From an optimization exercise on the open Yosys and OpenROAD flow, aimed at a short achievable clock period and few clock cycles; shortcuts taken in it are not production practice. Only simulation tests tie the RTL to the original design; equivalence was not proved. Power and IR drop assume default switching activity.

==> flow/design.v (excerpt) <==
module riscvTop (
    input  logic        clk,
    input  logic        rst,
    input  logic [31:0] mem_rdata,
    input  logic        mem_ready,
    output logic [14:0] mem_addr,
    output logic [31:0] mem_wdata,
    output logic        mem_we,
    output logic        mem_strobe
);
Size in the first run: about 5800 cells after synthesis, roughly 1200 flip-flops, ~61000 um2 of cells after synthesis.
clock: 6.0 ns
lec_check: 0
abc_clock_period_in_ps: 2000
cap_margin: 20
core_margin: 2
core_utilization: 35
cts_cluster_diameter: 60
cts_cluster_size: 30
place_density: 0.5
setup_slack_margin: 3.55
slew_margin: 20
tns_end_percent: 100
run.sh (not shown) runs the stock make flow with config.mk's settings and CLKGATE_MAP_FILE= SYNTH_SCRIPT=/design/flow/synth_recipe.tcl, a recipe that flattens the netlist after the stock synthesis.
The starting point finished with timing, DRC and antenna clean.
Testbench counts at the start, summed over its fixed seeds: cycles 56,637.
Next try:
--- a/flow/design.v
+++ b/flow/design.v
@@ -113,20 +113,20 @@
     input  logic        memReady,
     output logic [14:0] memAddr,
     output logic [31:0] memWdata,
     output logic        memWe,
     output logic        memStrobe
 );
     logic [1:0]  oKind;      
     logic        issQ;       
     logic [31:0] rdQ;        
-    logic        rdvQ;       
-    logic [1:0]  rdkQ;       
+    logic        fQ, dQ, rQ;  
+    logic        lastQ;      
     logic [2:0]  ph;
     logic [4:0]  rCnt;       
     logic [3:0]  rDone;      
     logic [14:0] pc1;        
     logic [14:0] pc2;        
     logic        m1, m2;     
     logic [31:0] rf [0:15];
     logic [15:0] rfWe;       
     logic [31:0] rfWd;
@@ -201,60 +201,63 @@
     always_ff @(posedge clk) begin
         rdQ <= memRdata;
         if (rst) begin
             memStrobe <= 1'b0;
             memWe <= 1'b0;
             memAddr <= 15'd0;
             memWdata <= 32'd0;
             oKind <= kFetch;
             issQ <= 1'b0;
-            rdvQ <= 1'b0;
-            rdkQ <= kFetch;
+            fQ <= 1'b0;
+            dQ <= 1'b0;
+            rQ <= 1'b0;
+            lastQ <= 1'b0;
         end else begin
-            rdvQ <= memReady & memStrobe;
-            rdkQ <= oKind;
+            fQ <= memReady & memStrobe & (oKind == kFetch);
+            dQ <= memReady & memStrobe & (oKind == kData);
+            rQ <= memReady & memStrobe & (oKind == kRegLoad);
+            lastQ <= load & nV & (nK == kWrite || (nK == kFetch && ph != phInit && !wr0));
             issQ <= load & nV;
             if (load) begin
                 memStrobe <= nV;
                 memAddr <= nA;
                 memWe <= nK == kWrite;
                 memWdata <= res0;
                 oKind <= nK;
             end
         end
     end
     logic inV;
     logic wChk;
     logic patch1, patch2, patchIn;
     logic [31:0] q2iP, inP;
     logic shiftOk, lastIss, shift;
-    assign inV = rdvQ && rdkQ == kFetch;
+    assign inV = fQ;
     logic [31:0] src1;
     logic stS, ldS, luiS, opiS, wrS;
     logic [31:0] immIS, immSS;
-    logic in1, spec;
-    assign spec = inV && q1v && !q2v && (lastIss || ph == phDone);
-    assign in1 = (inV && !q1v) || spec;
+    logic in1;
+    assign in1 = inV && !q1v;
     assign src1 = in1 ? rdQ : q1i;
     insnDecoder decS (.insn(src1), .isLoad(ldS), .isStore(stS), .isLui(luiS), .isOpImm(opiS),
                       .writes(wrS), .immI(immIS), .immS(immSS));
     assign wChk = issQ && oKind == kWrite;
     assign patch1 = wChk && m1;
     assign patch2 = wChk && q2v && m2;
     assign patchIn = wChk && inV && m2;
     assign q2iP = patch2 ? res0 : q2i;
     assign inP = patchIn ? res0 : rdQ;
     assign shiftOk = q1v && c1 == 2'd2 && !patch1 && (cm0 || !wr0);
-    assign lastIss = issQ && (oKind == kWrite || (oKind == kFetch && !wr0));
+    assign lastIss = lastQ;
     assign shift = (lastIss || ph == phDone) && shiftOk;
     logic dNow, oNow, final0;
     logic [31:0] resN;
-    assign dNow = hasD0 && rdvQ && rdkQ == kData;
+    assign dNow = hasD0 && dQ;
     assign oNow = !hasD0 && needOld0 && c0;
     assign final0 = !wReg0 || rv0 || dNow || oNow;
     assign resN = rv0 ? res0 : hasD0 ? ldRd : ld0 ? ldOld : stOld;
     logic [31:0] aluB, ldRd, stRd, ldOld, stOld;
     always_ff @(posedge clk) begin
         if (rst) begin
             ph <= phInit;
             rCnt <= 5'd0;
             rDone <= 4'd0;
@@ -287,19 +290,19 @@
                         if (wr0) ph <= phAfterF;
                         else ph <= shiftOk ? phStart : phDone;
                     end
                     default: ph <= shiftOk ? phStart : phDone;
                 endcase
             end else if (ph == phDone && shiftOk) begin
                 ph <= phStart;
             end
             rfWe <= 16'd0;
-            if (rdvQ && rdkQ == kRegLoad) begin
+            if (rQ) begin
                 rfWe <= 16'd1 << rDone;
                 rfWd <= rdQ;
                 rDone <= rDone + 4'd1;
             end else if (rv0 && !cm0) begin
                 rfWe <= wReg0 ? wOh0 : 16'd0;
                 rfWd <= res0;
             end
             if (shift) begin
                 q0i <= q1i;
@@ -360,24 +363,24 @@
                 if (inV) begin
                     if (!q1v) begin
                         q1i <= inP;
                         q1v <= 1'b1;
                     end else begin
                         q2i <= inP;
                         q2v <= 1'b1;
                     end
                 end
-                if (patch1 || (inV && !q1v && patchIn) || spec || !final0) c1 <= 2'd0;
+                if (patch1 || (inV && !q1v && patchIn) || !final0) c1 <= 2'd0;
                 else if (inV && !q1v) c1 <= 2'd1;
                 else if (c1 != 2'd2) c1 <= c1 + 2'd1;
                 if (!rv0) begin
                     if (hasD0) begin
-                        if (rdvQ && rdkQ == kData) begin
+                        if (dQ) begin
                             res0 <= ld0 ? ldRd : stRd;
                             rv0 <= 1'b1;
                         end
                     end else if (c0 || !needOld0) begin
                         res0 <= aluB;
                         rv0 <= wr0;
                     end
                 end else if (!cm0) begin
                     cm0 <= 1'b1;
After rerunning: Synthesized area falls by about 2.1%. Non-clock buffer count rises by 5. Cell count falls by 3.1%. Final area falls by about 2.8%. Count of clock-buffer cells in the layout falls by 2. Fmax rises by 14%. Clock skew rises by 0.019 ns. Core utilization falls by 0.19 points. Wire length rises by 7.0%. Sequential cell count rises by 1. Combinational power rises by about 22%. Critical path depth falls by 2.
Testbench counts after the change, summed over its fixed seeds: cycles 56,851.

[afterwards: timing with drivers on the ports]
The results above use ideal ports. As a check the final layouts listed here were re-extracted and re-timed, cells and wires unchanged. Step 1 assumes that a clkbuf_16 drives the clock port and a buf_2 every other input. Step 2 times the ports against the registers' clock, not the clock port: input delays grow and output delays shrink by t, the midpoint of the rising clock arrivals with the driver on. a / b / c = ideal / step 1 / step 2; a / b = the first two.
run	t (ns)	setup slack, ns	latest minus earliest clock arrival (ns)	worst register clock-pin slew, ns
the first run	0.858	2.824 / 2.824 / 2.824	0.039 / 0.040	0.10 / 0.10
the second run	0.885	3.210 / 3.210 / 2.978	0.056 / 0.056	0.10 / 0.10
After both steps setup and hold are still met in every run listed. For the second run, which loses most, drivers alone change the setup slack by 0.000 ns; drivers and shift together by -0.232 ns.
